From an optimization exercise on the open Yosys and OpenROAD flow, aimed at a short achievable clock period and few clock cycles per item; shortcuts taken in it are not production practice.
Only simulation tests tie the RTL to the original design; equivalence was not proved.
Power and IR drop assume default switching activity.

`run.sh`:
```
#!/bin/bash
# synth_recipe.tcl (not shown) runs the flow's synth.tcl, then flattens the netlist and writes it again
# the make line also repeats each setting of config.mk as NAME=value (left out here)
make -C /OpenROAD-flow-scripts/flow DESIGN_CONFIG=/design/flow/config.mk WORK_HOME=/design/flow/orfs CLKGATE_MAP_FILE= SYNTH_SCRIPT=/design/flow/synth_recipe.tcl finish
```
`design.v`:
```
package crf_pkg;
    localparam int CHAN_W  = 2;
    localparam int BTN_W   = 9;
    localparam int DPAD_W  = 4;
    localparam int AXIS_W  = 10;
    localparam int LEVEL_W = 10;
    localparam int MODE_W  = 8;
    localparam int RPT_W   = 13;
    localparam int VAL_W   = 8;
    localparam int BTN_A     = 0;
    localparam int BTN_B     = 1;
    localparam int BTN_X     = 2;
    localparam int BTN_Y     = 3;
    localparam int BTN_SHR   = 4;
    localparam int BTN_TL    = 5;
    localparam int BTN_TR    = 6;
    localparam int BTN_START = 7;
    localparam int BTN_SYS   = 8;
    localparam int PAD_UP = 0;
    localparam int PAD_DN = 1;
    localparam int PAD_RT = 2;
    localparam int PAD_LT = 3;
    localparam logic [VAL_W-1:0] VAL_MAX = 8'd255;
    localparam logic [MODE_W-1:0] MODE_TRIG_NIB  = 8'd0;
    localparam logic [MODE_W-1:0] MODE_STICK_NIB = 8'd1;
    localparam logic [MODE_W-1:0] MODE_BOTH_NIB  = 8'd2;
    localparam logic [MODE_W-1:0] MODE_AB_ZERO   = 8'd4;
    localparam int ITEM_W = CHAN_W + (RPT_W - 1) + 6 * VAL_W;
endpackage
module crf_stick_scale_lo #(
    parameter bit NEG = 1'b0
) (
    input  logic [crf_pkg::AXIS_W-1:0] i_axis,
    output logic [7:0]                 o_mid     
);
    logic [5:0] w_q;
    always_comb begin
        if (NEG) begin
            case (i_axis[7:0])
                8'd0: w_q = 6'd55;
                8'd1: w_q = 6'd54;
                8'd2: w_q = 6'd54;
                8'd3: w_q = 6'd54;
                8'd4: w_q = 6'd54;
                8'd5: w_q = 6'd53;
                8'd6: w_q = 6'd53;
                8'd7: w_q = 6'd53;
                8'd8: w_q = 6'd53;
                8'd9: w_q = 6'd53;
                8'd10: w_q = 6'd52;
                8'd11: w_q = 6'd52;
                8'd12: w_q = 6'd52;
                8'd13: w_q = 6'd52;
                8'd14: w_q = 6'd51;
                8'd15: w_q = 6'd51;
                8'd16: w_q = 6'd51;
                8'd17: w_q = 6'd51;
                8'd18: w_q = 6'd51;
                8'd19: w_q = 6'd50;
                8'd20: w_q = 6'd50;
                8'd21: w_q = 6'd50;
                8'd22: w_q = 6'd50;
                8'd23: w_q = 6'd50;
                8'd24: w_q = 6'd49;
                8'd25: w_q = 6'd49;
                8'd26: w_q = 6'd49;
                8'd27: w_q = 6'd49;
                8'd28: w_q = 6'd48;
                8'd29: w_q = 6'd48;
                8'd30: w_q = 6'd48;
                8'd31: w_q = 6'd48;
                8'd32: w_q = 6'd48;
                8'd33: w_q = 6'd47;
                8'd34: w_q = 6'd47;
                8'd35: w_q = 6'd47;
                8'd36: w_q = 6'd47;
                8'd37: w_q = 6'd47;
                8'd38: w_q = 6'd46;
                8'd39: w_q = 6'd46;
                8'd40: w_q = 6'd46;
                8'd41: w_q = 6'd46;
                8'd42: w_q = 6'd45;
                8'd43: w_q = 6'd45;
                8'd44: w_q = 6'd45;
                8'd45: w_q = 6'd45;
                8'd46: w_q = 6'd45;
                8'd47: w_q = 6'd44;
                8'd48: w_q = 6'd44;
                8'd49: w_q = 6'd44;
                8'd50: w_q = 6'd44;
                8'd51: w_q = 6'd44;
                8'd52: w_q = 6'd43;
                8'd53: w_q = 6'd43;
                8'd54: w_q = 6'd43;
                8'd55: w_q = 6'd43;
                8'd56: w_q = 6'd42;
                8'd57: w_q = 6'd42;
                8'd58: w_q = 6'd42;
                8'd59: w_q = 6'd42;
                8'd60: w_q = 6'd42;
                8'd61: w_q = 6'd41;
                8'd62: w_q = 6'd41;
                8'd63: w_q = 6'd41;
                8'd64: w_q = 6'd41;
                8'd65: w_q = 6'd41;
                8'd66: w_q = 6'd40;
                8'd67: w_q = 6'd40;
                8'd68: w_q = 6'd40;
                8'd69: w_q = 6'd40;
                8'd70: w_q = 6'd39;
                8'd71: w_q = 6'd39;
                8'd72: w_q = 6'd39;
                8'd73: w_q = 6'd39;
                8'd74: w_q = 6'd39;
                8'd75: w_q = 6'd38;
                8'd76: w_q = 6'd38;
                8'd77: w_q = 6'd38;
                8'd78: w_q = 6'd38;
                8'd79: w_q = 6'd38;
                8'd80: w_q = 6'd37;
                8'd81: w_q = 6'd37;
                8'd82: w_q = 6'd37;
                8'd83: w_q = 6'd37;
                8'd84: w_q = 6'd36;
                8'd85: w_q = 6'd36;
                8'd86: w_q = 6'd36;
                8'd87: w_q = 6'd36;
                8'd88: w_q = 6'd36;
                8'd89: w_q = 6'd35;
                8'd90: w_q = 6'd35;
                8'd91: w_q = 6'd35;
                8'd92: w_q = 6'd35;
                8'd93: w_q = 6'd35;
                8'd94: w_q = 6'd34;
                8'd95: w_q = 6'd34;
                8'd96: w_q = 6'd34;
                8'd97: w_q = 6'd34;
                8'd98: w_q = 6'd33;
                8'd99: w_q = 6'd33;
                8'd100: w_q = 6'd33;
                8'd101: w_q = 6'd33;
                8'd102: w_q = 6'd33;
                8'd103: w_q = 6'd32;
                8'd104: w_q = 6'd32;
                8'd105: w_q = 6'd32;
                8'd106: w_q = 6'd32;
                8'd107: w_q = 6'd32;
                8'd108: w_q = 6'd31;
                8'd109: w_q = 6'd31;
                8'd110: w_q = 6'd31;
                8'd111: w_q = 6'd31;
                8'd112: w_q = 6'd30;
                8'd113: w_q = 6'd30;
                8'd114: w_q = 6'd30;
                8'd115: w_q = 6'd30;
                8'd116: w_q = 6'd30;
                8'd117: w_q = 6'd29;
                8'd118: w_q = 6'd29;
                8'd119: w_q = 6'd29;
                8'd120: w_q = 6'd29;
                8'd121: w_q = 6'd29;
                8'd122: w_q = 6'd28;
                8'd123: w_q = 6'd28;
                8'd124: w_q = 6'd28;
                8'd125: w_q = 6'd28;
                8'd126: w_q = 6'd27;
                8'd127: w_q = 6'd27;
                8'd128: w_q = 6'd27;
                8'd129: w_q = 6'd27;
                8'd130: w_q = 6'd27;
                8'd131: w_q = 6'd26;
                8'd132: w_q = 6'd26;
                8'd133: w_q = 6'd26;
                8'd134: w_q = 6'd26;
                8'd135: w_q = 6'd25;
                8'd136: w_q = 6'd25;
                8'd137: w_q = 6'd25;
                8'd138: w_q = 6'd25;
                8'd139: w_q = 6'd25;
                8'd140: w_q = 6'd24;
                8'd141: w_q = 6'd24;
                8'd142: w_q = 6'd24;
                8'd143: w_q = 6'd24;
                8'd144: w_q = 6'd24;
                8'd145: w_q = 6'd23;
                8'd146: w_q = 6'd23;
                8'd147: w_q = 6'd23;
                8'd148: w_q = 6'd23;
                8'd149: w_q = 6'd22;
                8'd150: w_q = 6'd22;
                8'd151: w_q = 6'd22;
                8'd152: w_q = 6'd22;
                8'd153: w_q = 6'd22;
                8'd154: w_q = 6'd21;
                8'd155: w_q = 6'd21;
                8'd156: w_q = 6'd21;
                8'd157: w_q = 6'd21;
                8'd158: w_q = 6'd21;
                8'd159: w_q = 6'd20;
                8'd160: w_q = 6'd20;
                8'd161: w_q = 6'd20;
                8'd162: w_q = 6'd20;
                8'd163: w_q = 6'd19;
                8'd164: w_q = 6'd19;
                8'd165: w_q = 6'd19;
                8'd166: w_q = 6'd19;
                8'd167: w_q = 6'd19;
                8'd168: w_q = 6'd18;
                8'd169: w_q = 6'd18;
                8'd170: w_q = 6'd18;
                8'd171: w_q = 6'd18;
                8'd172: w_q = 6'd18;
                8'd173: w_q = 6'd17;
                8'd174: w_q = 6'd17;
                8'd175: w_q = 6'd17;
                8'd176: w_q = 6'd17;
                8'd177: w_q = 6'd16;
                8'd178: w_q = 6'd16;
                8'd179: w_q = 6'd16;
                8'd180: w_q = 6'd16;
                8'd181: w_q = 6'd16;
                8'd182: w_q = 6'd15;
                8'd183: w_q = 6'd15;
                8'd184: w_q = 6'd15;
                8'd185: w_q = 6'd15;
                8'd186: w_q = 6'd15;
                8'd187: w_q = 6'd14;
                8'd188: w_q = 6'd14;
                8'd189: w_q = 6'd14;
                8'd190: w_q = 6'd14;
                8'd191: w_q = 6'd13;
                8'd192: w_q = 6'd13;
                8'd193: w_q = 6'd13;
                8'd194: w_q = 6'd13;
                8'd195: w_q = 6'd13;
                8'd196: w_q = 6'd12;
                8'd197: w_q = 6'd12;
                8'd198: w_q = 6'd12;
                8'd199: w_q = 6'd12;
                8'd200: w_q = 6'd12;
                8'd201: w_q = 6'd11;
                8'd202: w_q = 6'd11;
                8'd203: w_q = 6'd11;
                8'd204: w_q = 6'd11;
                8'd205: w_q = 6'd10;
                8'd206: w_q = 6'd10;
                8'd207: w_q = 6'd10;
                8'd208: w_q = 6'd10;
                8'd209: w_q = 6'd10;
                8'd210: w_q = 6'd9;
                8'd211: w_q = 6'd9;
                8'd212: w_q = 6'd9;
                8'd213: w_q = 6'd9;
                8'd214: w_q = 6'd9;
                8'd215: w_q = 6'd8;
                8'd216: w_q = 6'd8;
                8'd217: w_q = 6'd8;
                8'd218: w_q = 6'd8;
                8'd219: w_q = 6'd7;
                8'd220: w_q = 6'd7;
                8'd221: w_q = 6'd7;
                8'd222: w_q = 6'd7;
                8'd223: w_q = 6'd7;
                8'd224: w_q = 6'd6;
                8'd225: w_q = 6'd6;
                8'd226: w_q = 6'd6;
                8'd227: w_q = 6'd6;
                8'd228: w_q = 6'd6;
                8'd229: w_q = 6'd5;
                8'd230: w_q = 6'd5;
                8'd231: w_q = 6'd5;
                8'd232: w_q = 6'd5;
                8'd233: w_q = 6'd4;
                8'd234: w_q = 6'd4;
                8'd235: w_q = 6'd4;
                8'd236: w_q = 6'd4;
                8'd237: w_q = 6'd4;
                8'd238: w_q = 6'd3;
                8'd239: w_q = 6'd3;
                8'd240: w_q = 6'd3;
                8'd241: w_q = 6'd3;
                8'd242: w_q = 6'd3;
                8'd243: w_q = 6'd2;
                8'd244: w_q = 6'd2;
                8'd245: w_q = 6'd2;
                8'd246: w_q = 6'd2;
                8'd247: w_q = 6'd1;
                8'd248: w_q = 6'd1;
                8'd249: w_q = 6'd1;
                8'd250: w_q = 6'd1;
                8'd251: w_q = 6'd1;
                8'd252: w_q = 6'd0;
                8'd253: w_q = 6'd0;
                8'd254: w_q = 6'd0;
                8'd255: w_q = 6'd0;
            endcase
        end else begin
            case (i_axis[7:0])
                8'd0: w_q = 6'd0;
                8'd1: w_q = 6'd0;
                8'd2: w_q = 6'd0;
                8'd3: w_q = 6'd0;
                8'd4: w_q = 6'd0;
                8'd5: w_q = 6'd1;
                8'd6: w_q = 6'd1;
                8'd7: w_q = 6'd1;
                8'd8: w_q = 6'd1;
                8'd9: w_q = 6'd1;
                8'd10: w_q = 6'd2;
                8'd11: w_q = 6'd2;
                8'd12: w_q = 6'd2;
                8'd13: w_q = 6'd2;
                8'd14: w_q = 6'd3;
                8'd15: w_q = 6'd3;
                8'd16: w_q = 6'd3;
                8'd17: w_q = 6'd3;
                8'd18: w_q = 6'd3;
                8'd19: w_q = 6'd4;
                8'd20: w_q = 6'd4;
                8'd21: w_q = 6'd4;
                8'd22: w_q = 6'd4;
                8'd23: w_q = 6'd4;
                8'd24: w_q = 6'd5;
                8'd25: w_q = 6'd5;
                8'd26: w_q = 6'd5;
                8'd27: w_q = 6'd5;
                8'd28: w_q = 6'd6;
                8'd29: w_q = 6'd6;
                8'd30: w_q = 6'd6;
                8'd31: w_q = 6'd6;
                8'd32: w_q = 6'd6;
                8'd33: w_q = 6'd7;
                8'd34: w_q = 6'd7;
                8'd35: w_q = 6'd7;
                8'd36: w_q = 6'd7;
                8'd37: w_q = 6'd7;
                8'd38: w_q = 6'd8;
                8'd39: w_q = 6'd8;
                8'd40: w_q = 6'd8;
                8'd41: w_q = 6'd8;
                8'd42: w_q = 6'd9;
                8'd43: w_q = 6'd9;
                8'd44: w_q = 6'd9;
                8'd45: w_q = 6'd9;
                8'd46: w_q = 6'd9;
                8'd47: w_q = 6'd10;
                8'd48: w_q = 6'd10;
                8'd49: w_q = 6'd10;
                8'd50: w_q = 6'd10;
                8'd51: w_q = 6'd10;
                8'd52: w_q = 6'd11;
                8'd53: w_q = 6'd11;
                8'd54: w_q = 6'd11;
                8'd55: w_q = 6'd11;
                8'd56: w_q = 6'd12;
                8'd57: w_q = 6'd12;
                8'd58: w_q = 6'd12;
                8'd59: w_q = 6'd12;
                8'd60: w_q = 6'd12;
                8'd61: w_q = 6'd13;
                8'd62: w_q = 6'd13;
                8'd63: w_q = 6'd13;
                8'd64: w_q = 6'd13;
                8'd65: w_q = 6'd13;
                8'd66: w_q = 6'd14;
                8'd67: w_q = 6'd14;
                8'd68: w_q = 6'd14;
                8'd69: w_q = 6'd14;
                8'd70: w_q = 6'd15;
                8'd71: w_q = 6'd15;
                8'd72: w_q = 6'd15;
                8'd73: w_q = 6'd15;
                8'd74: w_q = 6'd15;
                8'd75: w_q = 6'd16;
                8'd76: w_q = 6'd16;
                8'd77: w_q = 6'd16;
                8'd78: w_q = 6'd16;
                8'd79: w_q = 6'd16;
                8'd80: w_q = 6'd17;
                8'd81: w_q = 6'd17;
                8'd82: w_q = 6'd17;
                8'd83: w_q = 6'd17;
                8'd84: w_q = 6'd18;
                8'd85: w_q = 6'd18;
                8'd86: w_q = 6'd18;
                8'd87: w_q = 6'd18;
                8'd88: w_q = 6'd18;
                8'd89: w_q = 6'd19;
                8'd90: w_q = 6'd19;
                8'd91: w_q = 6'd19;
                8'd92: w_q = 6'd19;
                8'd93: w_q = 6'd19;
                8'd94: w_q = 6'd20;
                8'd95: w_q = 6'd20;
                8'd96: w_q = 6'd20;
                8'd97: w_q = 6'd20;
                8'd98: w_q = 6'd21;
                8'd99: w_q = 6'd21;
                8'd100: w_q = 6'd21;
                8'd101: w_q = 6'd21;
                8'd102: w_q = 6'd21;
                8'd103: w_q = 6'd22;
                8'd104: w_q = 6'd22;
                8'd105: w_q = 6'd22;
                8'd106: w_q = 6'd22;
                8'd107: w_q = 6'd22;
                8'd108: w_q = 6'd23;
                8'd109: w_q = 6'd23;
                8'd110: w_q = 6'd23;
                8'd111: w_q = 6'd23;
                8'd112: w_q = 6'd24;
                8'd113: w_q = 6'd24;
                8'd114: w_q = 6'd24;
                8'd115: w_q = 6'd24;
                8'd116: w_q = 6'd24;
                8'd117: w_q = 6'd25;
                8'd118: w_q = 6'd25;
                8'd119: w_q = 6'd25;
                8'd120: w_q = 6'd25;
                8'd121: w_q = 6'd25;
                8'd122: w_q = 6'd26;
                8'd123: w_q = 6'd26;
                8'd124: w_q = 6'd26;
                8'd125: w_q = 6'd26;
                8'd126: w_q = 6'd27;
                8'd127: w_q = 6'd27;
                8'd128: w_q = 6'd27;
                8'd129: w_q = 6'd27;
                8'd130: w_q = 6'd27;
                8'd131: w_q = 6'd28;
                8'd132: w_q = 6'd28;
                8'd133: w_q = 6'd28;
                8'd134: w_q = 6'd28;
                8'd135: w_q = 6'd29;
                8'd136: w_q = 6'd29;
                8'd137: w_q = 6'd29;
                8'd138: w_q = 6'd29;
                8'd139: w_q = 6'd29;
                8'd140: w_q = 6'd30;
                8'd141: w_q = 6'd30;
                8'd142: w_q = 6'd30;
                8'd143: w_q = 6'd30;
                8'd144: w_q = 6'd30;
                8'd145: w_q = 6'd31;
                8'd146: w_q = 6'd31;
                8'd147: w_q = 6'd31;
                8'd148: w_q = 6'd31;
                8'd149: w_q = 6'd32;
                8'd150: w_q = 6'd32;
                8'd151: w_q = 6'd32;
                8'd152: w_q = 6'd32;
                8'd153: w_q = 6'd32;
                8'd154: w_q = 6'd33;
                8'd155: w_q = 6'd33;
                8'd156: w_q = 6'd33;
                8'd157: w_q = 6'd33;
                8'd158: w_q = 6'd33;
                8'd159: w_q = 6'd34;
                8'd160: w_q = 6'd34;
                8'd161: w_q = 6'd34;
                8'd162: w_q = 6'd34;
                8'd163: w_q = 6'd35;
                8'd164: w_q = 6'd35;
                8'd165: w_q = 6'd35;
                8'd166: w_q = 6'd35;
                8'd167: w_q = 6'd35;
                8'd168: w_q = 6'd36;
                8'd169: w_q = 6'd36;
                8'd170: w_q = 6'd36;
                8'd171: w_q = 6'd36;
                8'd172: w_q = 6'd36;
                8'd173: w_q = 6'd37;
                8'd174: w_q = 6'd37;
                8'd175: w_q = 6'd37;
                8'd176: w_q = 6'd37;
                8'd177: w_q = 6'd38;
                8'd178: w_q = 6'd38;
                8'd179: w_q = 6'd38;
                8'd180: w_q = 6'd38;
                8'd181: w_q = 6'd38;
                8'd182: w_q = 6'd39;
                8'd183: w_q = 6'd39;
                8'd184: w_q = 6'd39;
                8'd185: w_q = 6'd39;
                8'd186: w_q = 6'd39;
                8'd187: w_q = 6'd40;
                8'd188: w_q = 6'd40;
                8'd189: w_q = 6'd40;
                8'd190: w_q = 6'd40;
                8'd191: w_q = 6'd41;
                8'd192: w_q = 6'd41;
                8'd193: w_q = 6'd41;
                8'd194: w_q = 6'd41;
                8'd195: w_q = 6'd41;
                8'd196: w_q = 6'd42;
                8'd197: w_q = 6'd42;
                8'd198: w_q = 6'd42;
                8'd199: w_q = 6'd42;
                8'd200: w_q = 6'd42;
                8'd201: w_q = 6'd43;
                8'd202: w_q = 6'd43;
                8'd203: w_q = 6'd43;
                8'd204: w_q = 6'd43;
                8'd205: w_q = 6'd44;
                8'd206: w_q = 6'd44;
                8'd207: w_q = 6'd44;
                8'd208: w_q = 6'd44;
                8'd209: w_q = 6'd44;
                8'd210: w_q = 6'd45;
                8'd211: w_q = 6'd45;
                8'd212: w_q = 6'd45;
                8'd213: w_q = 6'd45;
                8'd214: w_q = 6'd45;
                8'd215: w_q = 6'd46;
                8'd216: w_q = 6'd46;
                8'd217: w_q = 6'd46;
                8'd218: w_q = 6'd46;
                8'd219: w_q = 6'd47;
                8'd220: w_q = 6'd47;
                8'd221: w_q = 6'd47;
                8'd222: w_q = 6'd47;
                8'd223: w_q = 6'd47;
                8'd224: w_q = 6'd48;
                8'd225: w_q = 6'd48;
                8'd226: w_q = 6'd48;
                8'd227: w_q = 6'd48;
                8'd228: w_q = 6'd48;
                8'd229: w_q = 6'd49;
                8'd230: w_q = 6'd49;
                8'd231: w_q = 6'd49;
                8'd232: w_q = 6'd49;
                8'd233: w_q = 6'd50;
                8'd234: w_q = 6'd50;
                8'd235: w_q = 6'd50;
                8'd236: w_q = 6'd50;
                8'd237: w_q = 6'd50;
                8'd238: w_q = 6'd51;
                8'd239: w_q = 6'd51;
                8'd240: w_q = 6'd51;
                8'd241: w_q = 6'd51;
                8'd242: w_q = 6'd51;
                8'd243: w_q = 6'd52;
                8'd244: w_q = 6'd52;
                8'd245: w_q = 6'd52;
                8'd246: w_q = 6'd52;
                8'd247: w_q = 6'd53;
                8'd248: w_q = 6'd53;
                8'd249: w_q = 6'd53;
                8'd250: w_q = 6'd53;
                8'd251: w_q = 6'd53;
                8'd252: w_q = 6'd54;
                8'd253: w_q = 6'd54;
                8'd254: w_q = 6'd54;
                8'd255: w_q = 6'd54;
            endcase
        end
    end
    assign o_mid = {NEG ? ~i_axis[9:8] : i_axis[9:8], w_q};
endmodule
module crf_stick_scale (
    input  logic [7:0]                i_mid,   
    output logic [crf_pkg::VAL_W-1:0] o_value
);
    localparam logic [2047:0] FIN = 2048'h87868584838281807f7e7d7c7b7a797877767574737271706f6e6d6c6b6a696867666564636261605f5e5d5c5b5a595857565554535251504f4e4d4c4b4a4948504f4e4d4c4b4a494847464544434241403f3e3d3c3b3a393837363534333231302f2e2d2c2b2a292827262524232221201f1e1d1c1b1a191817161514131211f5f4f3f2f1f0efeeedecebeae9e8e7e6e5e4e3e2e1e0dfdedddcdbdad9d8d7d6d5d4d3d2d1d0cfcecdcccbcac9c8c7c6c5c4c3c2c1c0bfbebdbcbbbab9b8b7b6bebdbcbbbab9b8b7b6b5b4b3b2b1b0afaeadacabaaa9a8a7a6a5a4a3a2a1a09f9e9d9c9b9a999897969594939291908f8e8d8c8b8a898887868584838281807f;
    assign o_value = FIN[i_mid * 8 +: 8];
endmodule
module crf_trig_scale_lo (
    input  logic [crf_pkg::LEVEL_W-1:0] i_level,
    input  logic                        i_btn,
    input  logic                        i_zero,   
    output logic [8:0]                  o_mid,    
    output logic                        o_btn
);
    logic w_dec;
    logic w_knee;
    logic w_nz;
    logic w_full;
    assign w_dec  = i_level[0] ? (i_level[8:0] >= 9'd501) : (i_level[8:0] != 9'd0);
    assign w_knee = i_level >= 10'd493;
    assign w_nz   = i_level >= 10'd3;
    assign w_full = i_level[9] | (i_btn & (w_knee | !w_nz));
    assign o_btn  = w_knee | (!w_nz & i_btn);
    assign o_mid  = i_zero ? 9'd0 : (w_full ? {8'hFF, 1'b0} : {i_level[8:1], w_dec});
endmodule
module crf_trig_scale (
    input  logic [8:0]                i_mid,    
    output logic [crf_pkg::VAL_W-1:0] o_level
);
    localparam logic [4095:0] DEC = 4096'hfefffdfefcfdfbfcfafbf9faf8f9f7f8f6f7f5f6f4f5f3f4f2f3f1f2f0f1eff0eeefedeeecedebeceaebe9eae8e9e7e8e6e7e5e6e4e5e3e4e2e3e1e2e0e1dfe0dedfdddedcdddbdcdadbd9dad8d9d7d8d6d7d5d6d4d5d3d4d2d3d1d2d0d1cfd0cecfcdcecccdcbcccacbc9cac8c9c7c8c6c7c5c6c4c5c3c4c2c3c1c2c0c1bfc0bebfbdbebcbdbbbcbabbb9bab8b9b7b8b6b7b5b6b4b5b3b4b2b3b1b2b0b1afb0aeafadaeacadabacaaaba9aaa8a9a7a8a6a7a5a6a4a5a3a4a2a3a1a2a0a19fa09e9f9d9e9c9d9b9c9a9b999a9899979896979596949593949293919290918f908e8f8d8e8c8d8b8c8a8b898a8889878886878586848583848283818280817f807e7f7d7e7c7d7b7c7a7b797a7879777876777576747573747273717270716f706e6f6d6e6c6d6b6c6a6b696a6869676866676566646563646263616260615f605e5f5d5e5c5d5b5c5a5b595a5859575856575556545553545253515250514f504e4f4d4e4c4d4b4c4a4b494a4849474846474546444543444243414240413f403e3f3d3e3c3d3b3c3a3b393a3839373836373536343533343233313230312f302e2f2d2e2c2d2b2c2a2b292a2829272826272526242523242223212220211f201e1f1d1e1c1d1b1c1a1b191a1819171816171516141513141213111210110f100e0f0d0e0c0d0b0c0a0b090a080907080607050604050304020301020001ff00;
    assign o_level = DEC[i_mid * 8 +: 8];
endmodule
module crf_report_build (
    input  logic [crf_pkg::CHAN_W-1:0]     i_channel,
    input  logic [crf_pkg::RPT_W-2:0]      i_buttons,    
    input  logic                           i_trig_nib,   
    input  logic                           i_stick_nib,  
    input  logic [3:0][crf_pkg::VAL_W-1:0] i_stick,      
    input  logic [1:0][crf_pkg::VAL_W-1:0] i_trig,       
    output logic [crf_pkg::ITEM_W-1:0]     o_item
);
    logic [3:0][crf_pkg::VAL_W-1:0] w_stick;
    logic [1:0][crf_pkg::VAL_W-1:0] w_trig;
    always_comb begin
        w_stick = i_stick;
        if (i_stick_nib) begin
            w_stick[2] = i_stick[2] >> 4;
            w_stick[3] = i_stick[3] >> 4;
        end
        for (int i = 0; i < 2; i++) begin
            w_trig[i] = i_trig_nib ? (i_trig[i] >> 4) : i_trig[i];
        end
    end
    assign o_item = {i_channel, i_buttons, w_stick[0], w_stick[1], w_stick[2], w_stick[3],
                     w_trig[0], w_trig[1]};
endmodule
module controller_report_formatter_unit (
    input  logic                              i_clk,
    input  logic                              i_rst_n,
    input  logic                              i_upd_valid,
    output logic                              o_upd_ready,
    input  logic [crf_pkg::CHAN_W-1:0]        i_upd_channel,
    input  logic [crf_pkg::BTN_W-1:0]         i_upd_button_bits,
    input  logic [crf_pkg::DPAD_W-1:0]        i_upd_dpad_bits,
    input  logic signed [crf_pkg::AXIS_W-1:0] i_upd_axis_left_x,
    input  logic signed [crf_pkg::AXIS_W-1:0] i_upd_axis_left_y,
    input  logic signed [crf_pkg::AXIS_W-1:0] i_upd_axis_right_x,
    input  logic signed [crf_pkg::AXIS_W-1:0] i_upd_axis_right_y,
    input  logic [crf_pkg::LEVEL_W-1:0]       i_upd_brake_level,
    input  logic [crf_pkg::LEVEL_W-1:0]       i_upd_throttle_level,
    input  logic [crf_pkg::MODE_W-1:0]        i_upd_analog_mode,
    output logic                              o_rpt_valid,
    input  logic                              i_rpt_ready,
    output logic [crf_pkg::CHAN_W-1:0]        o_rpt_out_channel,
    output logic [crf_pkg::RPT_W-1:0]         o_rpt_report_buttons,
    output logic [crf_pkg::VAL_W-1:0]         o_rpt_stick_lx,
    output logic [crf_pkg::VAL_W-1:0]         o_rpt_stick_ly,
    output logic [crf_pkg::VAL_W-1:0]         o_rpt_stick_rx,
    output logic [crf_pkg::VAL_W-1:0]         o_rpt_stick_ry,
    output logic [crf_pkg::VAL_W-1:0]         o_rpt_trig_left,
    output logic [crf_pkg::VAL_W-1:0]         o_rpt_trig_right
);
    localparam int IW = crf_pkg::ITEM_W;
    localparam int QN = 3;       
    logic       r_rdy;       
    logic [1:0] r_cnt;       
    logic       r0_v;
    logic       ro_v;
    logic       w_acc;       
    logic       w_deq;       
    assign o_upd_ready = r_rdy;
    assign w_acc = i_upd_valid & r_rdy;
    assign w_deq = ro_v & i_rpt_ready;
    always_ff @(posedge i_clk) begin
        if (!i_rst_n) begin
            r_cnt <= '0;
            r_rdy <= 1'b1;
        end else begin
            case ({w_acc, w_deq})
                2'b10: begin
                    r_cnt <= r_cnt + 2'd1;
                    r_rdy <= r_cnt < 2'd2;
                end
                2'b01: begin
                    r_cnt <= r_cnt - 2'd1;
                    r_rdy <= 1'b1;
                end
                default: begin
                    r_rdy <= r_cnt < 2'd3;
                end
            endcase
        end
    end
    logic [3:0][7:0] w_smid;
    logic [1:0][8:0] w_tmid;
    logic            w_trig_zero;
    logic [1:0]      w_tbtn;
    crf_stick_scale_lo #(.NEG(1'b0)) u_lx_lo (.i_axis(i_upd_axis_left_x),  .o_mid(w_smid[0]));
    crf_stick_scale_lo #(.NEG(1'b1)) u_ly_lo (.i_axis(i_upd_axis_left_y),  .o_mid(w_smid[1]));
    crf_stick_scale_lo #(.NEG(1'b0)) u_rx_lo (.i_axis(i_upd_axis_right_x), .o_mid(w_smid[2]));
    crf_stick_scale_lo #(.NEG(1'b1)) u_ry_lo (.i_axis(i_upd_axis_right_y), .o_mid(w_smid[3]));
    assign w_trig_zero = i_upd_analog_mode == crf_pkg::MODE_AB_ZERO;
    crf_trig_scale_lo u_tl_lo (.i_level(i_upd_brake_level), .i_btn(i_upd_button_bits[crf_pkg::BTN_TL]),
                               .i_zero(w_trig_zero), .o_mid(w_tmid[0]), .o_btn(w_tbtn[0]));
    crf_trig_scale_lo u_tr_lo (.i_level(i_upd_throttle_level), .i_btn(i_upd_button_bits[crf_pkg::BTN_TR]),
                               .i_zero(w_trig_zero), .o_mid(w_tmid[1]), .o_btn(w_tbtn[1]));
    logic [crf_pkg::CHAN_W-1:0]     r0_ch;
    logic [crf_pkg::RPT_W-2:0]      r0_btn;        
    logic                           r0_trig_nib, r0_stick_nib;
    logic [3:0][7:0]                r0_smid;
    logic [1:0][8:0]                r0_tmid;
    always_ff @(posedge i_clk) begin
        if (!i_rst_n) r0_v <= 1'b0;
        else          r0_v <= w_acc;
    end
    always_ff @(posedge i_clk) begin
        r0_ch        <= i_upd_channel;
        r0_btn       <= {i_upd_dpad_bits[crf_pkg::PAD_RT], i_upd_dpad_bits[crf_pkg::PAD_LT],
                         i_upd_dpad_bits[crf_pkg::PAD_DN], i_upd_dpad_bits[crf_pkg::PAD_UP],
                         w_tbtn[1], w_tbtn[0], i_upd_button_bits[crf_pkg::BTN_SHR],
                         i_upd_button_bits[crf_pkg::BTN_START] | i_upd_button_bits[crf_pkg::BTN_SYS],
                         i_upd_button_bits[crf_pkg::BTN_Y], i_upd_button_bits[crf_pkg::BTN_X],
                         i_upd_button_bits[crf_pkg::BTN_B], i_upd_button_bits[crf_pkg::BTN_A]};
        r0_trig_nib  <= (i_upd_analog_mode == crf_pkg::MODE_TRIG_NIB) ||
                        (i_upd_analog_mode == crf_pkg::MODE_BOTH_NIB);
        r0_stick_nib <= (i_upd_analog_mode == crf_pkg::MODE_STICK_NIB) ||
                        (i_upd_analog_mode == crf_pkg::MODE_BOTH_NIB);
        r0_smid      <= w_smid;
        r0_tmid      <= w_tmid;
    end
    logic [3:0][crf_pkg::VAL_W-1:0] w_stick;
    logic [1:0][crf_pkg::VAL_W-1:0] w_trig;
    logic [IW-1:0]                  w_fin;
    crf_stick_scale u_lx (.i_mid(r0_smid[0]), .o_value(w_stick[0]));
    crf_stick_scale u_ly (.i_mid(r0_smid[1]), .o_value(w_stick[1]));
    crf_stick_scale u_rx (.i_mid(r0_smid[2]), .o_value(w_stick[2]));
    crf_stick_scale u_ry (.i_mid(r0_smid[3]), .o_value(w_stick[3]));
    crf_trig_scale u_tl (.i_mid(r0_tmid[0]), .o_level(w_trig[0]));
    crf_trig_scale u_tr (.i_mid(r0_tmid[1]), .o_level(w_trig[1]));
    crf_report_build u_build (
        .i_channel   (r0_ch),
        .i_buttons   (r0_btn),
        .i_trig_nib  (r0_trig_nib),
        .i_stick_nib (r0_stick_nib),
        .i_stick     (w_stick),
        .i_trig      (w_trig),
        .o_item      (w_fin)
    );
    logic [QN-1:0][IW-1:0] r_q;
    logic [1:0]            r_wp;
    logic [1:0]            r_rp;
    logic [1:0]            r_rp1;    
    logic [1:0]            r_qn;
    logic [IW-1:0]         ro_item;
    logic                  w_sel_fin;
    logic [IW-1:0]         w_head;
    always_ff @(posedge i_clk) begin
        for (int k = 0; k < QN; k++) begin
            if (r0_v && r_wp == 2'(k)) r_q[k] <= w_fin;
        end
    end
    always_ff @(posedge i_clk) begin
        if (!i_rst_n) begin
            r_wp  <= '0;
            r_rp  <= '0;
            r_rp1 <= 2'd1;
            r_qn  <= '0;
            ro_v  <= 1'b0;
        end else begin
            if (r0_v) r_wp <= (r_wp == 2'(QN - 1)) ? '0 : r_wp + 2'd1;
            if (w_deq) begin
                r_rp  <= r_rp1;
                r_rp1 <= (r_rp1 == 2'(QN - 1)) ? '0 : r_rp1 + 2'd1;
            end
            case ({r0_v, w_deq})
                2'b10: begin
                    r_qn <= r_qn + 2'd1;
                    ro_v <= 1'b1;
                end
                2'b01: begin
                    r_qn <= r_qn - 2'd1;
                    ro_v <= r_qn != 2'd1;
                end
                default: begin
                    ro_v <= r_qn != 2'd0;
                end
            endcase
        end
    end
    assign w_sel_fin = w_deq ? (r_qn == 2'd1) : (r_qn == 2'd0);
    assign w_head    = w_deq ? r_q[r_rp1] : r_q[r_rp];
    always_ff @(posedge i_clk) begin
        ro_item <= w_sel_fin ? w_fin : w_head;
    end
    assign o_rpt_valid          = ro_v;
    assign o_rpt_out_channel    = ro_item[IW-1 -: crf_pkg::CHAN_W];
    assign o_rpt_report_buttons = {1'b1, ro_item[6*crf_pkg::VAL_W +: crf_pkg::RPT_W-1]};
    assign o_rpt_stick_lx       = ro_item[5*crf_pkg::VAL_W +: crf_pkg::VAL_W];
    assign o_rpt_stick_ly       = ro_item[4*crf_pkg::VAL_W +: crf_pkg::VAL_W];
    assign o_rpt_stick_rx       = ro_item[3*crf_pkg::VAL_W +: crf_pkg::VAL_W];
    assign o_rpt_stick_ry       = ro_item[2*crf_pkg::VAL_W +: crf_pkg::VAL_W];
    assign o_rpt_trig_left      = ro_item[1*crf_pkg::VAL_W +: crf_pkg::VAL_W];
    assign o_rpt_trig_right     = ro_item[0*crf_pkg::VAL_W +: crf_pkg::VAL_W];
endmodule
```
`constraint.sdc`:
```
create_clock -name core_clock -period 6.8 [get_ports {i_clk}]
set_input_delay 1.3600 -clock core_clock [delete_from_list [all_inputs] [get_ports {i_clk}]]
set_output_delay 1.3600 -clock core_clock [all_outputs]
set_load 0.01 [all_outputs]
```
`config.mk`:
```
export PLATFORM = sky130hd
export DESIGN_NAME = controller_report_formatter_unit
export DESIGN_NICKNAME = controller_report_formatter_unit
export VERILOG_FILES = /design/flow/design.v
export SDC_FILE = /design/flow/constraint.sdc
export NUM_CORES = 4
export LEC_CHECK = 0
export CAP_MARGIN = 20
export CORE_MARGIN = 2
export CORE_UTILIZATION = 60
export SETUP_SLACK_MARGIN = 4.5
export SLEW_MARGIN = 20
```
==> results of run 1 <==
==> worst register-to-register path, delay by kind of cell, from the launching register on <==
kind                       cells  cell delay [ns]
AOI/OAI and AO/OA              4             0.69
adders and majority gates      1             0.23
buffers and inverters          1             0.09
DFF                            1             0.31
and+or+nand+nor                2             0.81
==> logic make-up (layout without fill, tap and decap cells) <==
| family | count (synthesis) | after routing |
|---|---|---|
| multiplexers | 41 | 47 |
| AND/OR/NAND/NOR | 540 | 545 |
| flip-flops | 327 | 327 |
| adder cells (fa/ha/maj) | 64 | 64 |
| other | 1 | 1 |
| XOR/XNOR | 22 | 22 |
| AO/OA/AOI/OAI | 611 | 611 |
| buffers and inverters | 211 | 400 |
==> stage by stage <==
step                cell area, um^2   util  cells  hold slack [ns]
finish                        22500  0.808   2395            0.475
global route                  22500  0.808   2395            0.510
CTS                           21500  0.772   2355            0.480
detailed placement            19200  0.688   2223            0.475
global placement              19200  0.688   2223            0.466
floorplan                     18000      -   1817            0.443
==> flip-flops by register name, indices dropped and copies added, names as in the netlist, 2 cells and up <==
name and count:
r0_btn 12, r0_ch 2, r0_smid 32, r0_tmid 18, r_cnt 2, r_q 186
r_qn 2, r_rp 2, r_rp1 2, r_wp 2, ro_item 62
==> worst paths after layout <==
path	startpoint	endpoint	slack, ns	cells past startpoint
setup / recovery	i_upd_axis_right_y[2]	r0_smid[25]	4.38	6
hold / removal	r0_btn[7]	ro_item[55]	0.47	2
hold reg to reg	r0_btn[7]	ro_item[55]	0.47	2
setup reg to reg	r0_tmid[1]	ro_item[11]	4.57	8
==> metal layers <==
metal | track usage | vias to the layer above
li1 | - | 6989
met1 | 0.390 | 7168
met2 | 0.521 | 741
met3 | 0.0482 | 134
met4 | 0.0958 | 0
met5 | 0 | -
==> cell usage after synthesis (10+ instances only) <==
master / instances / area (um^2)
clkbuf_1: 97 / 364
inv_1: 73 / 274
dfxtp_1: 141 / 2820
a21o_1: 12 / 90.1
nor2b_1: 30 / 188
buf_1: 10 / 37.5
o21ai_0: 135 / 676
mux2i_1: 25 / 250
nand2_1: 249 / 935
o211ai_1: 17 / 128
a21oi_1: 217 / 1090
nand2b_1: 19 / 119
mux4_2: 13 / 293
o31ai_1: 13 / 97.6
ha_1: 64 / 801
a31oi_1: 28 / 175
o21a_1: 39 / 293
buf_2: 27 / 135
xnor2_1: 15 / 131
a211o_1: 18 / 158
nor3_1: 29 / 145
a211oi_1: 24 / 180
nand3_1: 32 / 160
o221ai_1: 13 / 114
edfxtp_1: 186 / 5590
nor2_1: 118 / 443
==> report_power, final <==
group	switching, uW	internal, uW	total (uW)
Clock	776	1110	1890
Combinational	979	872	1850
Sequential	185	2400	2590
==> final cells by class <==
type	instances	area share
multi-input cells	1290	0.399
flip-flops and latches	327	0.377
well taps	378	0.0210
repair buffers	262	0.137
clock inverters	16	0.00806
clock buffers	46	0.0425
inverters	76	0.0156
==> timing repair <==
| action | CTS | global route |
|---|---|---|
| buffers inserted | 50 | 30 |
| pin swaps | 33 | 41 |
| gates resized for setup | 589 | 160 |
| cloned | 20 | 10 |
| hold buffers | 0 | 0 |
| setup endpoints to repair | 222 | 172 |
==> metrics.sh, run 1 <==
CRITPATHKIND='input port to flop'
DIE-HEIGHT_UM=173
SYNTH.MUX.AREA_FRACTION=0.0338
FIN_TNS_SETUP_NS=0
CRITPATHLAUNCHTYPE='input port'
PORT-BUFFER-COUNT=150
START_UTIL=0.612
NUM_CTS_BUFFERS=34
POST-ROUTE-MIN-PERIOD_NS=2.42
WORST_SETUP_HOLD_PATH_CLK_SLEW_NS=0.06
HOLD_VIOL=0
FINALCRITPERIODSHARE=0.355
WIRELENGTH_MET1_MM=19.5
NETLIST-CELL-TYPE-COUNT=73
DRT-TOTAL-WL_MM=49.2
GLOBAL_ROUTE_WIRE_LENGTH_BEFORE_REPAIR_MM=74.1
DRCVIOLATIONCOUNT=0
YS.WARNINGS.COUNT=4
CLOCK_SINK_COUNT=327
ROUTED-WL-MET2_MM=23.9
CRITPATHMAXFANOUT=8
GRT_START_MAX_NET_PINS=55
TIMING_WORST_SLEW_PIN_VALUE_NS=0.997
HPWL_MM=24.8
SYNTH-ADDER-AREA-SHARE=0.0470
LAYOUT-DRIVE-GT1-SHARE=0.277
SYNTH_EDF_COUNT=186
SYNTH_AREA_UM2=17000
FRACTION_OF_SYNTHESIZED_CELL_AREA_IN_XOR_AND_XNOR_CELLS=0.0113
SYN_TO_FINAL_GROWTH_PCT=32.0
CP_DELAY_BY_FAMILY_TOP='multiplexers'
TIMING.CRITICAL_PATH.SLOWEST_STAGE_CELL='mux4_2'
UNREPAIRED_SETUP_ENDPOINTS_AFTER_GLOBAL_ROUTING='true'
YS_SEQ_ELEMENTS=327
ROUTED_ANTENNA_NETS=0
CRIT_CHAIN='buf_16 -> ha_4 -> mux4_2 -> mux4_2 -> a22oi_1 -> nand2_1'
FINAL_CELL_MIX='237 x nand2_1, 186 x edfxtp_1, 136 x a21oi_1'
LAYOUT_COMMONEST_CELL='nand2_1'
CRITICAL-PATH-TOP-CELL-BY-COUNT='mux4_2'
WORST-ENDPOINT-ARRIVAL_NS=2.82
CTSROOTBUFFERMASTER='clkbuf_16'
SLEW_VIOL_FINAL=0
YS_SEQ_AREA_FRAC=0.493
CP.BUFFERS_INVERTERS=1
DESIGN.FINAL.NETS=2142
RUN_STATUS='timing/DRC/antenna clean'
DIE_W_UM=173
P_LEAK_uW=0.00858
CLOCK_LATENCY_NS=0.53
YS.FLOP_TYPE='edfxtp_1'
NUM_IO_PINS=152
SEQUENTIAL_CELL_AREA_UM2=8490
TIMING.CLOCK.SKEW_NS=0.0228
SETUP_VIOL=0
YOSYS.AREA_SHARE.SIMPLE=0.142
MULTI_INPUT_AREA_UM2=8980
VIA_COUNT=15000
SYNTH_COMPOUND_GATE_AREA_SHARE=0.223
CTS-HTREE-LEVELS=2
HIGHEST-SIGNAL-LAYER='met4'
MAX_CAP_VIOL_COUNT=0
LAYOUT_SETUP_WS_NS=4.38
CLK_PATH_BUF_DEPTH=3
TOTALPOWERFINAL_uW=6330
DP_WORST_SETUP_SLACK_NS=2.70
ROUTED_WIRE_LENGTH_PER_INSTANCE_UM=20.5
CORE_REGION_AREA_UM2=27900
TIMING.HOLD.WORST.CLASS='flop to flop'
AVG_INST_SIZE_SYNTH_UM2=9.38
DRT_PRE_ANTENNA_ITERS=9
FILLCELLCOUNT=1638
CLOCK_TREE_FROM_TRITONCTS='yes'
POSTSYNTHCELLCOUNT=1817
VIA_DENSITY_PER_INSTANCE=6.28
TIMING.MAX_SLEW.REL_SLACK=0.334
MAPPEDNETLISTNETS=1968
DRT_ITER0_DRC=1291
FIRST_GLOBAL_VIAS=14200
GLOBAL_ROUTE.OVERFLOW_TOTAL=0
CRITICAL_PATH_REQUIRED_NS=7.21
MAX_CLOCK_FREQ_MHz=414
POWER_DENSITY_nW_PER_UM2=281
SYNTH_ASYNC_SR_FLOP_SHARE=0
SLOWEST_DELAY_NS=0.46
PLACEMENTROWS=61
ENDPOINT_KIND='flop'
INSERTEDDIODECOUNT=0
GRT_ANTENNA_BEFORE_REPAIR=0
DETAILED_ROUTED_WIRE_LENGTH_ON_MET3_MM=3.99
FINALWEIGHTEDCONGESTION=0.922
GLOBAL_ROUTE_TOTAL_USAGE_ACROSS_EVERY_LAYER=0.301
IRDROPWORSTVDD_mV=0.171
SYNTH_TOP_FAMILY_BY_AREA='compound AO/OA/AOI/OAI gates'
TOTAL_DIE_AREA_UM2=29800
Testbench counts, summed over its fixed seeds: cycles 16,016, items 16,000.
==> inputs of run 2 (changes only) <==
--- a/design.v
+++ b/design.v
@@ -569,11 +569,14 @@
     input  logic                        i_btn,
     input  logic                        i_zero,   
-    output logic [8:0]                  o_mid,    
+    output logic [16:0]                 o_mid,    
     output logic                        o_btn
 );
-    logic w_dec;
-    logic w_knee;
-    logic w_nz;
-    logic w_full;
+    logic [7:0] w_h;
+    logic [7:1] w_z;
+    logic       w_dec;
+    logic       w_knee;
+    logic       w_nz;
+    logic       w_full;
+    assign w_h    = i_level[8:1];
     assign w_dec  = i_level[0] ? (i_level[8:0] >= 9'd501) : (i_level[8:0] != 9'd0);
     assign w_knee = i_level >= 10'd493;
@@ -581,12 +584,24 @@
     assign w_full = i_level[9] | (i_btn & (w_knee | !w_nz));
     assign o_btn  = w_knee | (!w_nz & i_btn);
-    assign o_mid  = i_zero ? 9'd0 : (w_full ? {8'hFF, 1'b0} : {i_level[8:1], w_dec});
+    always_comb begin
+        for (int i = 1; i < 8; i++) begin
+            w_z[i] = (w_h & ((8'd1 << i) - 8'd1)) == 8'd0;
+        end
+    end
+    assign o_mid = {w_full & !i_zero, w_z, w_h & {8{!i_zero}}, w_dec & !i_zero};
 endmodule
 module crf_trig_scale (
-    input  logic [8:0]                i_mid,    
+    input  logic [16:0]               i_mid,    
     output logic [crf_pkg::VAL_W-1:0] o_level
 );
-    localparam logic [4095:0] DEC = 4096'hfefffdfefcfdfbfcfafbf9faf8f9f7f8f6f7f5f6f4f5f3f4f2f3f1f2f0f1eff0eeefedeeecedebeceaebe9eae8e9e7e8e6e7e5e6e4e5e3e4e2e3e1e2e0e1dfe0dedfdddedcdddbdcdadbd9dad8d9d7d8d6d7d5d6d4d5d3d4d2d3d1d2d0d1cfd0cecfcdcecccdcbcccacbc9cac8c9c7c8c6c7c5c6c4c5c3c4c2c3c1c2c0c1bfc0bebfbdbebcbdbbbcbabbb9bab8b9b7b8b6b7b5b6b4b5b3b4b2b3b1b2b0b1afb0aeafadaeacadabacaaaba9aaa8a9a7a8a6a7a5a6a4a5a3a4a2a3a1a2a0a19fa09e9f9d9e9c9d9b9c9a9b999a9899979896979596949593949293919290918f908e8f8d8e8c8d8b8c8a8b898a8889878886878586848583848283818280817f807e7f7d7e7c7d7b7c7a7b797a7879777876777576747573747273717270716f706e6f6d6e6c6d6b6c6a6b696a6869676866676566646563646263616260615f605e5f5d5e5c5d5b5c5a5b595a5859575856575556545553545253515250514f504e4f4d4e4c4d4b4c4a4b494a4849474846474546444543444243414240413f403e3f3d3e3c3d3b3c3a3b393a3839373836373536343533343233313230312f302e2f2d2e2c2d2b2c2a2b292a2829272826272526242523242223212220211f201e1f1d1e1c1d1b1c1a1b191a1819171816171516141513141213111210110f100e0f0d0e0c0d0b0c0a0b090a080907080607050604050304020301020001ff00;
-    assign o_level = DEC[i_mid * 8 +: 8];
+    logic       w_full;
+    logic [7:0] w_z;
+    logic [7:0] w_h;
+    logic       w_dec;
+    assign w_full = i_mid[16];
+    assign w_z    = {i_mid[15:9], 1'b1};
+    assign w_h    = i_mid[8:1];
+    assign w_dec  = i_mid[0];
+    assign o_level = (w_h ^ (w_z & {8{w_dec}})) | {8{w_full}};
 endmodule
 module crf_report_build (
@@ -672,5 +687,5 @@
     end
     logic [3:0][7:0] w_smid;
-    logic [1:0][8:0] w_tmid;
+    logic [1:0][16:0] w_tmid;
     logic            w_trig_zero;
     logic [1:0]      w_tbtn;
@@ -688,5 +703,5 @@
     logic                           r0_trig_nib, r0_stick_nib;
     logic [3:0][7:0]                r0_smid;
-    logic [1:0][8:0]                r0_tmid;
+    logic [1:0][16:0]               r0_tmid;
     always_ff @(posedge i_clk) begin
         if (!i_rst_n) r0_v <= 1'b0;
@@ -733,5 +748,6 @@
     logic [IW-1:0]         ro_item;
     logic                  w_sel_fin;
-    logic [IW-1:0]         w_head;
+    logic                  w_sel_rp;
+    logic                  w_sel_rp1;
     always_ff @(posedge i_clk) begin
         for (int k = 0; k < QN; k++) begin
@@ -767,8 +783,10 @@
         end
     end
-    assign w_sel_fin = w_deq ? (r_qn == 2'd1) : (r_qn == 2'd0);
-    assign w_head    = w_deq ? r_q[r_rp1] : r_q[r_rp];
+    assign w_sel_fin = (r_qn == 2'd0) | ((r_qn == 2'd1) & i_rpt_ready);
+    assign w_sel_rp  = (r_qn != 2'd0) & !i_rpt_ready;
+    assign w_sel_rp1 = (r_qn[1]) & i_rpt_ready;
     always_ff @(posedge i_clk) begin
-        ro_item <= w_sel_fin ? w_fin : w_head;
+        ro_item <= ({IW{w_sel_fin}} & w_fin) | ({IW{w_sel_rp}} & r_q[r_rp]) |
+                   ({IW{w_sel_rp1}} & r_q[r_rp1]);
     end
     assign o_rpt_valid          = ro_v;
==> metrics.sh, run 2 <==
SYNTH_AREA_UM2=19100  # was 17000 um^2
NETLIST_TOP_CELLS_AREA='edfxtp_1 29%, dfxtp_1 16%, mux2i_1 7.3%'  # was edfxtp_1 33%, dfxtp_1 17%, a21oi_1 6.4%
CRITICAL-PATH-TOP-CELL-BY-COUNT='mux4_2'  # unchanged
VIA_DENSITY_PER_INSTANCE=6.46  # was 6.28
FIN_TNS_SETUP_NS=0  # unchanged
YS_SEQ_AREA_FRAC=0.458  # was 0.493
TIMING.CLOCK.SKEW_NS=0.0179  # was 0.0228 ns
HOLD_VIOL=0  # unchanged
SLOWEST_DELAY_NS=0.46  # about the same
HPWL_MM=30.0  # was 24.8 mm
CRITICAL_PATH_REQUIRED_NS=7.20  # was 7.21 ns
LARGEST_REG_FLOPS=186  # unchanged
PORT-BUFFER-COUNT=150  # unchanged
AREA_SHARE_OF_THE_LARGEST_CELL_TYPE_AFTER_SYNTHESIS=0.293  # was 0.328
YS.FLOP_TYPE='edfxtp_1'  # unchanged
DIE_W_UM=182  # was 173 um
DRT_PRE_ANTENNA_ITERS=5  # was 9
DRCVIOLATIONCOUNT=0  # unchanged
GLOBAL_ROUTE_TOTAL_USAGE_ACROSS_EVERY_LAYER=0.297  # was 0.301
ROUTED_ANTENNA_NETS=0  # unchanged
LAYOUT_SETUP_WS_NS=4.24  # was 4.38 ns
TOTAL_DIE_AREA_UM2=33200  # was 29800 um^2
SYNTH_EDF_COUNT=186  # unchanged
START_UTIL=0.607  # was 0.612
DRT-TOTAL-WL_MM=51.8  # was 49.2 mm
SYNTHTOPCELLSBYCOUNT='200 x nand2_1, 200 x o21ai_0, 186 x edfxtp_1'  # was 249 x nand2_1, 217 x a21oi_1, 186 x edfxtp_1
VIA_COUNT=16500  # was 15000
CLOCK_LATENCY_NS=0.52  # was 0.53 ns
NUM_CTS_BUFFERS=36  # was 34
CTSROOTBUFFERMASTER='clkbuf_16'  # unchanged
RUN_STATUS='timing/DRC/antenna clean'  # unchanged
SLEW_VIOL_FINAL=0  # unchanged
TIMING.CRITICAL_PATH.SLOWEST_STAGE_CELL='mux4_2'  # unchanged
ROUTED_WIRE_LENGTH_PER_INSTANCE_UM=20.3  # was 20.5 um
SETUP_VIOL=0  # unchanged
CRIT_CHAIN='buf_12 -> or2_4 -> ha_4 -> mux4_2 -> mux4_2 -> o32a_1'  # was buf_16 -> ha_4 -> mux4_2 -> mux4_2 -> a22oi_1 -> nand2_1
FINALCRITPERIODSHARE=0.376  # was 0.355
GLOBAL_ROUTE.OVERFLOW_TOTAL=0  # unchanged
MAX_CAP_VIOL_COUNT=0  # unchanged
FINALWEIGHTEDCONGESTION=0.899  # was 0.922
P_LEAK_uW=0.00848  # was 0.00858 uW
PLACEMENTROWS=65  # was 61
CRITPATHLAUNCHTYPE='input port'  # unchanged
WORST-ENDPOINT-ARRIVAL_NS=2.96  # was 2.82 ns
GRT_ANTENNA_BEFORE_REPAIR=0  # unchanged
WORST-R2R-SETUP-SLACK_NS=4.58  # was 4.57 ns
AVG_INST_SIZE_SYNTH_UM2=9.49  # was 9.38 um^2
DP_WORST_SETUP_SLACK_NS=2.69  # was 2.70 ns
GRT_START_MAX_NET_PINS=68  # was 55
FIRST_GLOBAL_VIAS=15700  # was 14200
LAYOUT-DRIVE-GT1-SHARE=0.204  # was 0.277
NUM_IO_PINS=152  # unchanged
FILLCELLCOUNT=2210  # was 1638
CLK_PATH_BUF_DEPTH=3  # unchanged
SYNTHDOMINANTAREACELLTYPE='edfxtp_1'  # unchanged
CRITPATHKIND='input port to flop'  # unchanged
YS.WARNINGS.COUNT=5  # was 4
POSTSYNTHCELLCOUNT=2009  # was 1817
SYNTH_ASYNC_SR_FLOP_SHARE=0  # unchanged
FINAL_CELL_MIX='191 x o21ai_0, 191 x nand2_1, 186 x edfxtp_1'  # was 237 x nand2_1, 186 x edfxtp_1, 136 x a21oi_1
WORST_SETUP_HOLD_PATH_CLK_SLEW_NS=0.06  # about the same
CP.BUFFERS_INVERTERS=1  # unchanged
REG.LARGEST.LIST='r_q (186), ro_item (62), r0_tmid (34)'  # was r_q (186), ro_item (62), r0_smid (32)
IRDROPWORSTVDD_mV=0.191  # was 0.171 mV
MAX_CLOCK_FREQ_MHz=391  # was 414 MHz
GLOBAL_ROUTE_WIRE_LENGTH_BEFORE_REPAIR_MM=80.5  # was 74.1 mm
DESIGN.FINAL.NETS=2273  # was 2142
YS_SEQ_ELEMENTS=343  # was 327
CRITPATHMAXFANOUT=4  # was 8
TIMING.MAX_SLEW.REL_SLACK=0.328  # was 0.334
POST-ROUTE-MIN-PERIOD_NS=2.56  # was 2.42 ns
UNREPAIRED_SETUP_ENDPOINTS_AFTER_GLOBAL_ROUTING='true'  # unchanged
MAX_FLOP_REGISTER='r_q'  # unchanged
CLOCK_SINK_COUNT=343  # was 327
CORE_REGION_AREA_UM2=31400  # was 27900 um^2
POWER_DENSITY_nW_PER_UM2=260  # was 281 nW/um^2
HOLD_SLACK_NS=0.502  # was 0.475 ns
NETLIST-CELL-TYPE-COUNT=75  # was 73
SYN_TO_FINAL_GROWTH_PCT=22.3  # was 32.0%
ENDPOINT_KIND='flop'  # unchanged
TIMING_WORST_SLEW_PIN_VALUE_NS=1.01  # was 0.997 ns
TIMING.HOLD.WORST.CLASS='flop to flop'  # unchanged
CP_DELAY_BY_FAMILY_TOP='multiplexers'  # unchanged
DRT_ITER0_DRC=1193  # was 1291
MAPPEDNETLISTNETS=2157  # was 1968
CTS-HTREE-LEVELS=2  # unchanged
CLOCK_TREE_FROM_TRITONCTS='yes'  # unchanged
INSERTEDDIODECOUNT=0  # unchanged
DIE-HEIGHT_UM=182  # was 173 um
## run 2: logic make-up (layout without fill, tap and decap cells)
group,count (synthesis),after routing,share of synthesized area
fa+ha+maj,61,61,0.0400
other cells,1,1,0.000197
simple gates,562,565,0.137
mux,153,153,0.0865
flops,343,343,0.458
compound gates,621,621,0.214
buf+inv,234,375,0.0482
xor+xnor,34,34,0.0156
## run 2: path summary, 6_finish.rpt
check | start | endpoint | depth (start not counted)
worst max-delay path | i_upd_axis_right_x[0] | r0_smid[16] | 6
worst min-delay path | r0_btn[6] | r_q[178] | 0
worst max register to register | r0_smid[25] | ro_item[17] | 7
worst min register to register | r0_btn[6] | r_q[178] | 0
## run 2: layout make-up
| type | instances | area (um^2) | share of cell area |
|---|---|---|---|
| Clock buffer | 46 | 970 | 0.0416 |
| Sequential cell | 343 | 8810 | 0.378 |
| Multi-Input combinational cell | 1435 | 10100 | 0.435 |
| Tap cell | 402 | 503 | 0.0216 |
| Timing Repair Buffer | 236 | 2430 | 0.104 |
| Inverter | 73 | 329 | 0.0141 |
| Clock inverter | 20 | 139 | 0.00595 |
## run 2: timing repair
action                     4_1_cts  5_1_grt
resized for setup              571      106
setup buffers                   28       27
hold buffers                     0        0
gates cloned                    13        1
setup endpoints to repair      183      180
pin swaps                       36       30
## run 2: power by group
part           internal [uW]  switching [uW]
logic                    727             867
registers               2460             174
clock network           1050             794
total                   4240            1840
## run 2: stage by stage
stage	cells	area (um^2)	utilization	total power (uW)
after floorplan	2009	19700	-	3490
after global placement	2420	21000	0.668	4080
after detailed placement	2420	21000	0.668	4120
after CTS	2527	22800	0.726	6000
after global routing	2555	23300	0.743	6320
final	2555	23300	0.743	6070
## run 2: layer usage
layer  global-route usage  vias to the layer above  wire length, um
li1                     -                     7665                -
met1                0.381                     8028            21400
met2                0.519                      704            25300
met3               0.0439                      108             3690
met4               0.0965                        0             1400
met5                    0                        -                0
Testbench counts of run 2, summed over its fixed seeds: cycles 16,016, items 16,000.

## port drivers added, routing unchanged
Ports are ideal in the flow. The routed layouts listed here were re-timed in OpenROAD. Step 1 assumes that a clkbuf_16 drives the clock port and a buf_2 every other input. Step 2, shift: input delay + t, output delay - t, t = (earliest + latest rising clock arrival at the registers) / 2. This alone moves slack from input paths to output paths. Three values: ideal ports, drivers, drivers and shift; two values: the first two.
run | shift t [ns] | setup slack, ns | hold slack, ns
run 1 | 0.565 | 4.383 / 4.310 / 3.745 | 0.475 / 0.475 / 0.475
run 2 | 0.558 | 4.242 / 4.242 / 3.684 | 0.502 / 0.502 / 0.502
After both steps setup and hold are still met in every run listed. The setup slack of run 1, which loses most, moves by -0.073 ns with the drivers and by -0.638 ns with both steps.
